Context: an optimization exercise on an open-source flow, tuned for small area. The choices shown serve that exercise and are no tape-out recipe.
In this exercise RTL edits were held to simulation tests only and were not proved equivalent to the original.

## flow/run.sh

```bash
#!/bin/bash
# synth_recipe.tcl (not shown) runs the flow's synth.tcl, then flattens the netlist and writes it again
# the make line also repeats each setting of config.mk as NAME=value (left out here)
make -C /OpenROAD-flow-scripts/flow DESIGN_CONFIG=/design/flow/config.mk WORK_HOME=/design/flow/orfs CLKGATE_MAP_FILE= SYNTH_SCRIPT=/design/flow/synth_recipe.tcl finish
```

## flow/config.mk

```make
export PLATFORM = sky130hd
export DESIGN_NAME = archive_toc_keystream_xor_core
export DESIGN_NICKNAME = archive_toc_keystream_xor_core
export VERILOG_FILES = /design/flow/design.v
export SDC_FILE = /design/flow/constraint.sdc
export NUM_CORES = 4
export LEC_CHECK = 0
export CAP_MARGIN = 20
export CORE_MARGIN = 2
export CORE_UTILIZATION = 40
export SLEW_MARGIN = 20
```

## flow/design.v

```verilog
`timescale 1ns / 1ps
package atkx_pkg;
    localparam int KEY_BYTES  = 32;
    localparam int PHASE_MOD  = 29;
    localparam int KEY_WORD_W = 64;
    localparam int KEY_WORDS  = KEY_BYTES / (KEY_WORD_W / 8);
    localparam int CFG_IDX_W  = 3;
    localparam int CFG_DATA_W = KEY_WORD_W;
    localparam int START_W    = 32;
    localparam logic [7:0] BYTE_MASK = 8'hFF;
    typedef enum logic [CFG_IDX_W-1:0] {
        CFG_KEY_WORD_0  = 3'd0,
        CFG_KEY_WORD_1  = 3'd1,
        CFG_KEY_WORD_2  = 3'd2,
        CFG_KEY_WORD_3  = 3'd3,
        CFG_START_INDEX = 3'd4
    } t_cfg_reg;
    typedef logic [$clog2(KEY_WORDS)-1:0] t_key_addr;
    typedef logic [KEY_WORD_W-1:0]        t_key_word;
    typedef struct packed {
        logic [7:0] idx;
        logic [4:0] ph;
    } t_pos;
    function automatic logic [4:0] mod29(input logic [START_W-1:0] v);
        logic [14:0] s1;
        logic [11:0] s2;
        logic [9:0]  s3;
        logic [18:0] prod;
        logic [4:0]  q;
        logic [9:0]  r;
        s1 = 15'(v[7:0]) + 15'(v[15:8]) * 15'd24
           + 15'(v[23:16]) * 15'd25 + 15'(v[31:24]) * 15'd20;
        s2 = 12'(s1[7:0]) + 12'(s1[14:8]) * 12'd24;
        s3 = 10'(s2[7:0]) + 10'(s2[11:8]) * 10'd24;
        prod = 19'(s3) * 19'd565;
        q = prod[18:14];
        r = s3 - 10'(q) * 10'(PHASE_MOD);
        if (r >= 10'(PHASE_MOD)) begin
            r = r - 10'(PHASE_MOD);
        end
        mod29 = r[4:0];
    endfunction
endpackage
`timescale 1ns / 1ps
module atkx_idx (
    input  logic                           i_clk,
    input  logic                           i_rst_n,
    input  logic                           i_cfg_we,
    input  logic [atkx_pkg::CFG_IDX_W-1:0] i_cfg_idx,
    input  logic [atkx_pkg::START_W-1:0]   i_cfg_start,
    input  logic                           i_adv,
    input  logic                           i_run_start,
    output atkx_pkg::t_pos                 o_pos
);
    logic [7:0] r_start_low;
    logic [4:0] r_start_ph;
    logic [7:0] r_index_low;
    logic [4:0] r_phase;
    atkx_pkg::t_pos       n_pos;
    always_comb begin
        if (i_run_start) begin
            o_pos.idx = r_start_low;
            o_pos.ph  = r_start_ph;
        end else begin
            o_pos.idx = r_index_low;
            o_pos.ph  = r_phase;
        end
        n_pos.idx = o_pos.idx + 8'd1;
        n_pos.ph  = (o_pos.ph == 5'(atkx_pkg::PHASE_MOD - 1)) ? 5'd0 : o_pos.ph + 5'd1;
    end
    always_ff @(posedge i_clk) begin
        if (!i_rst_n) begin
            r_start_low <= '0;
            r_start_ph  <= '0;
            r_index_low <= '0;
            r_phase     <= '0;
        end else begin
            if (i_cfg_we && i_cfg_idx == atkx_pkg::CFG_START_INDEX) begin
                r_start_low <= i_cfg_start[7:0];
                r_start_ph  <= atkx_pkg::mod29(i_cfg_start);
            end
            if (i_adv) begin
                r_index_low <= n_pos.idx;
                r_phase     <= n_pos.ph;
            end
        end
    end
endmodule
`timescale 1ns / 1ps
module atkx_key (
    input  logic                            i_clk,
    input  logic                            i_rst_n,
    input  logic                            i_cfg_we,
    input  logic [atkx_pkg::CFG_IDX_W-1:0]  i_cfg_idx,
    input  logic [atkx_pkg::CFG_DATA_W-1:0] i_cfg_data,
    input  logic                            i_rd_en,
    input  atkx_pkg::t_key_addr             i_addr_a,
    input  atkx_pkg::t_key_addr             i_addr_b,
    output atkx_pkg::t_key_word             o_word_a,
    output atkx_pkg::t_key_word             o_word_b
);
    atkx_pkg::t_key_word r_mem [atkx_pkg::KEY_WORDS];
    atkx_pkg::t_key_word r_word_a;
    atkx_pkg::t_key_word r_word_b;
    always_ff @(posedge i_clk) begin
        if (!i_rst_n) begin
            for (int i = 0; i < atkx_pkg::KEY_WORDS; i++) begin
                r_mem[i] <= '0;
            end
        end else if (i_cfg_we) begin
            case (i_cfg_idx)
                atkx_pkg::CFG_KEY_WORD_0: r_mem[0] <= i_cfg_data;
                atkx_pkg::CFG_KEY_WORD_1: r_mem[1] <= i_cfg_data;
                atkx_pkg::CFG_KEY_WORD_2: r_mem[2] <= i_cfg_data;
                atkx_pkg::CFG_KEY_WORD_3: r_mem[3] <= i_cfg_data;
                default: ;
            endcase
        end
    end
    always_ff @(posedge i_clk) begin
        if (i_rd_en) begin
            r_word_a <= r_mem[i_addr_a];
            r_word_b <= r_mem[i_addr_b];
        end
    end
    assign o_word_a = r_word_a;
    assign o_word_b = r_word_b;
endmodule
`timescale 1ns / 1ps
module atkx_ks (
    input  atkx_pkg::t_pos      i_pos,
    input  atkx_pkg::t_key_word i_word_a,
    input  atkx_pkg::t_key_word i_word_b,
    input  logic [7:0]          i_data,
    output logic [7:0]          o_data
);
    logic [7:0]  key_a;
    logic [7:0]  key_b;
    logic [15:0] prod;
    logic [7:0]  ks;
    always_comb begin
        key_a = i_word_a[{i_pos.idx[2:0], 3'b000} +: 8];
        key_b = i_word_b[{i_pos.ph[2:0], 3'b000} +: 8];
        prod  = 16'(key_a) * 16'(key_b);
        ks    = i_pos.idx + (prod[7:0] & atkx_pkg::BYTE_MASK);
        o_data = i_data ^ ks;
    end
endmodule
`timescale 1ns / 1ps
module archive_toc_keystream_xor_core (
    input  logic                            i_clk,
    input  logic                            i_rst_n,
    input  logic                            i_in_valid,
    output logic                            o_in_ready,
    input  logic [7:0]                      i_in_data,
    input  logic                            i_in_run_start,
    input  logic                            i_in_last,
    output logic                            o_out_valid,
    input  logic                            i_out_ready,
    output logic [7:0]                      o_out_data,
    output logic                            o_out_last,
    input  logic                            i_cfg_we,
    input  logic [atkx_pkg::CFG_IDX_W-1:0]  i_cfg_idx,
    input  logic [atkx_pkg::CFG_DATA_W-1:0] i_cfg_data
);
    logic s2_ready;
    logic s1_go;
    logic in_ready;
    logic in_acc;
    atkx_pkg::t_pos      cur_pos;
    atkx_pkg::t_key_word word_a;
    atkx_pkg::t_key_word word_b;
    logic [7:0] ks_data;
    logic       r_s1_v;
    atkx_pkg::t_pos       r_s1_pos;
    logic [7:0] r_s1_data;
    logic       r_s1_last;
    logic       r_s2_v;
    logic [7:0] r_s2_data;
    logic       r_s2_last;
    assign s2_ready = !r_s2_v || i_out_ready;
    assign s1_go    = r_s1_v && s2_ready;
    assign in_ready = !r_s1_v || s2_ready;
    assign in_acc   = i_in_valid && in_ready;
    assign o_in_ready  = in_ready;
    assign o_out_valid = r_s2_v;
    assign o_out_data  = r_s2_data;
    assign o_out_last  = r_s2_last;
    atkx_idx u_idx (
        .i_clk       (i_clk),
        .i_rst_n     (i_rst_n),
        .i_cfg_we    (i_cfg_we),
        .i_cfg_idx   (i_cfg_idx),
        .i_cfg_start (i_cfg_data[atkx_pkg::START_W-1:0]),
        .i_adv       (in_acc),
        .i_run_start (i_in_run_start),
        .o_pos       (cur_pos)
    );
    atkx_key u_key (
        .i_clk      (i_clk),
        .i_rst_n    (i_rst_n),
        .i_cfg_we   (i_cfg_we),
        .i_cfg_idx  (i_cfg_idx),
        .i_cfg_data (i_cfg_data),
        .i_rd_en    (in_acc),
        .i_addr_a   (cur_pos.idx[4:3]),
        .i_addr_b   (cur_pos.ph[4:3]),
        .o_word_a   (word_a),
        .o_word_b   (word_b)
    );
    atkx_ks u_ks (
        .i_pos    (r_s1_pos),
        .i_word_a (word_a),
        .i_word_b (word_b),
        .i_data   (r_s1_data),
        .o_data   (ks_data)
    );
    always_ff @(posedge i_clk) begin
        if (!i_rst_n) begin
            r_s1_v <= 1'b0;
            r_s2_v <= 1'b0;
        end else begin
            if (in_acc) begin
                r_s1_v <= 1'b1;
            end else if (s1_go) begin
                r_s1_v <= 1'b0;
            end
            if (s1_go) begin
                r_s2_v <= 1'b1;
            end else if (i_out_ready) begin
                r_s2_v <= 1'b0;
            end
        end
    end
    always_ff @(posedge i_clk) begin
        if (in_acc) begin
            r_s1_pos  <= cur_pos;
            r_s1_data <= i_in_data;
            r_s1_last <= i_in_last;
        end
        if (s1_go) begin
            r_s2_data <= ks_data;
            r_s2_last <= r_s1_last;
        end
    end
endmodule
```

## flow/constraint.sdc

```tcl
create_clock -name core_clock -period 25.0 [get_ports {i_clk}]
set_input_delay 5.0000 -clock core_clock [delete_from_list [all_inputs] [get_ports {i_clk}]]
set_output_delay 5.0000 -clock core_clock [all_outputs]
set_load 0.01 [all_outputs]
```

==> results.sh <==
export IMPL_detail_route_wl_per_cell_um=20.74
export IMPL_hpwl_um=47920
export IMPL_cts_tree="built"
export IMPL_gp_congestion=0.8242
export IMPL_cts_hold_buf=0
export IMPL_synth_seq_area_share=0.3926
export IMPL_dieWidth_um=261.4
export IMPL_grt_pass1_vias=20684
export IMPL_reg2reg_slack_ns=19.24
export IMPL_critPathMostFrequentCell="ha_1"
export IMPL_syn_inst=2826
export IMPL_n_antenna_cell=0
export IMPL_drive_gt1_frac=0.08269
export IMPL_gr_total_overflow=0
export IMPL_setup_ws_ns=2.584
export IMPL_yosys_top_cells_area="dfxtp_1 21%, edfxtp_1 18%, nand2_1 12%"
export IMPL_ys_ff_latch=441
export IMPL_startpoint_type="input port"
export IMPL_hold_class="flip-flop to flip-flop"
export IMPL_path_max_fanout=9
export IMPL_routed_wl_um=77370
export IMPL_synth_nets=3172
export IMPL_arrival_ns=22.89
export IMPL_slowest_delay_ns=0.68
export IMPL_antenna_found_initial=0
export IMPL_rows=94
export IMPL_root_buffer="clkbuf_16"
export IMPL_grt_usage=0.2274
export IMPL_clock_path_buffers=3
export IMPL_async_flop_share=0
export IMPL_ys_warn_count=5
export IMPL_drtIter0Drc=1853
export IMPL_io_pins=93
export IMPL_rsz0062_at_grt="false"
export IMPL_cts_resized=0
export IMPL_synth_cell_types=75
export IMPL_firstDrtPassIters=5
export IMPL_cts_sinks=441
export IMPL_synth_largest_area_cell="dfxtp_1"
export IMPL_core_um2=65630
export IMPL_status="complete, no violations"
export IMPL_rr_worst_depth=18
export IMPL_worst_pin_slew_ns=1.091
export IMPL_grt_pass1_wl_um=120200
export IMPL_fmax_ghz=0.04461
export IMPL_finalCritPeriodShare=0.8966
export IMPL_required_ns=25.48
export IMPL_fin_nets=3175
export IMPL_io_buffers=92
export IMPL_setup_violations=0
export IMPL_synth_most_common_cell="nand2_1"
export IMPL_fin_skew_ns=0.04743
export IMPL_cts_htree_levels=2
export IMPL_die_h_um=261.4
export IMPL_area_growth_pct=12.27
export IMPL_cp_slowest_cell="clkdlybuf4s50_1"
export IMPL_slew_headroom=0.2728
export IMPL_tns_ns=0
export IMPL_synth_edf_count=157
export IMPL_maxSlewViolCount=0
export IMPL_synthFlopType="dfxtp_1"
export IMPL_ant_nets=0
export IMPL_post_cts_buffers=0
export IMPL_yosys_area_top_type_share=0.2146
export IMPL_clk_latency_ns=0.60
export IMPL_hold_viol=0
export IMPL_grt_max_degree=94
export IMPL_initial_utilization=0.4037
export IMPL_die_area_um2=68310
export IMPL_maxCapViolCount=0
export IMPL_cts_buffers=47
export IMPL_dp_worst_setup_slack_ns=2.099
export IMPL_syn_avg_cell_area_um2=9.375
export IMPL_worst_setup_path_end_kind="flip-flop"
export IMPL_yosys_top_cells_count="855 x nand2_1, 284 x dfxtp_1, 198 x ha_1"
export IMPL_viasPerCell=5.550
export IMPL_vias=20703
export IMPL_netlist_area_um2=26490
export IMPL_drc=0
export IMPL_fin_crit_ns=22.42
export IMPL_hold_depth=0
export IMPL_setup_worst_path_class="input port to flip-flop"
export IMPL_clkSlewWorstSetupHoldPaths_ns=0.06
[cell type report]
cell class	count	area [um^2]
multi-input combinational	2061	14940
inverter	161	614.3
tap	864	1081
timing repair buffer	117	1126
clock buffer	64	1321
fill	6191	35880
sequential	441	10400
clock inverter	22	259.0
[layer usage]
layer	GRT usage	up-vias	wire length, um
li1	-	9733	-
met1	0.2974	10059	32190
met2	0.3904	779	37960
met3	0.02952	132	4985
met4	0.07371	0	2248
met5	0	-	0
[kinds of logic after synthesis]
group | share of synthesized area
compound gates | 0.1215
flops | 0.3926
fa+ha+maj | 0.1434
buf+inv | 0.04638
xor+xnor | 0.03145
simple gates | 0.1708
mux | 0.09398
[registers in the layout, indices dropped and copies added (netlist names), 5 cells and up]
signal,flops
u_key.r_mem,256
u_idx.r_start_low,8
u_key.r_word_a,64
u_idx.r_start_ph,5
u_key.r_word_b,64
r_s2_data,8
u_idx.r_phase,5
u_idx.r_index_low,8
r_s1_pos,11
r_s1_data,8
[metrics by stage]
step	util	hold WS, ns	instances	instance area (um^2)
after floorplan	-	0.4003	2826	26490
after global routing	0.4532	0.4325	3730	29740
final	0.4532	0.4164	3730	29740
after CTS	0.4528	0.4186	3729	29720
after detailed placement	0.4287	0.4052	3643	28140
after global placement	0.4287	0.4096	3643	28140
[worst max-delay path, delay by kind of cell]
family                   cells  cell delay (ns)
adder cells (fa/ha/maj)     20             7.53
AO/OA/AOI/OAI               21             4.01
AND/OR/NAND/NOR             13             3.81
XOR/XNOR                     5             1.19
buffers and inverters        8             1.09
multiplexers                 2             0.20
[worst paths after layout]
check,start,end
setup / recovery,i_cfg_data[18],u_idx.r_start_ph[0]$_SDFFE_PN0P_
hold / removal,r_s1_last$_DFFE_PP_,r_s2_last$_DFFE_PP_
hold reg to reg,r_s1_last$_DFFE_PP_,r_s2_last$_DFFE_PP_
setup reg to reg,r_s1_pos[5]$_DFFE_PP_,r_s2_data[7]$_DFFE_PP_
[cell usage in the layout (no fill, tap or decap), types with 5 or more instances in the layout]
master	instances
a211o_1	5
a21boi_0	131
a21o_1	21
a21oi_1	192
a22oi_1	8
a31oi_1	69
and2_1	8
and3_1	72
buf_4	25
clkbuf_1	10
clkbuf_16	48
clkbuf_8	6
clkdlybuf4s50_1	91
clkinv_1	8
clkinv_2	6
dfxtp_1	284
edfxtp_1	157
fa_1	66
ha_1	198
inv_1	156
mux2_2	14
mux2i_1	13
mux4_2	96
nand2_1	854
nand2b_1	10
nand3_1	11
nand4_1	8
nor2_1	42
nor2b_1	20
nor3_1	17
nor4_1	6
o21a_1	5
o21ai_0	20
o21ai_1	6
o21bai_1	9
or4_1	5
xnor2_1	63
xor2_1	29

-- re-timing with driven ports --
How much do the figures lean on ideal ports? The routed layout below was timed once more, with nothing changed but the port constraints. Step 1: set_driving_cell puts a clkbuf_16 on i_clk and a buf_2 on each other input, an assumption about the parent block. Step 2 moves the port delays by t, midway between the first and last clock arrival at a register: inputs arrive t later, outputs are due t later. That takes back most of the time a late clock gives input paths. Slacks: ideal / step 1 / step 2; pairs: ideal / step 1.
t (ns): 0.646
setup WS [ns]: 2.584 / 2.627 / 1.981
latest minus earliest clock arrival (ns): 0.048 / 0.048
slew at the worst register clock pin (ns): 0.07 / 0.07
After both steps setup and hold are still met in this run. The setup slack of this run moves by +0.043 ns with the drivers and by -0.603 ns with both steps.
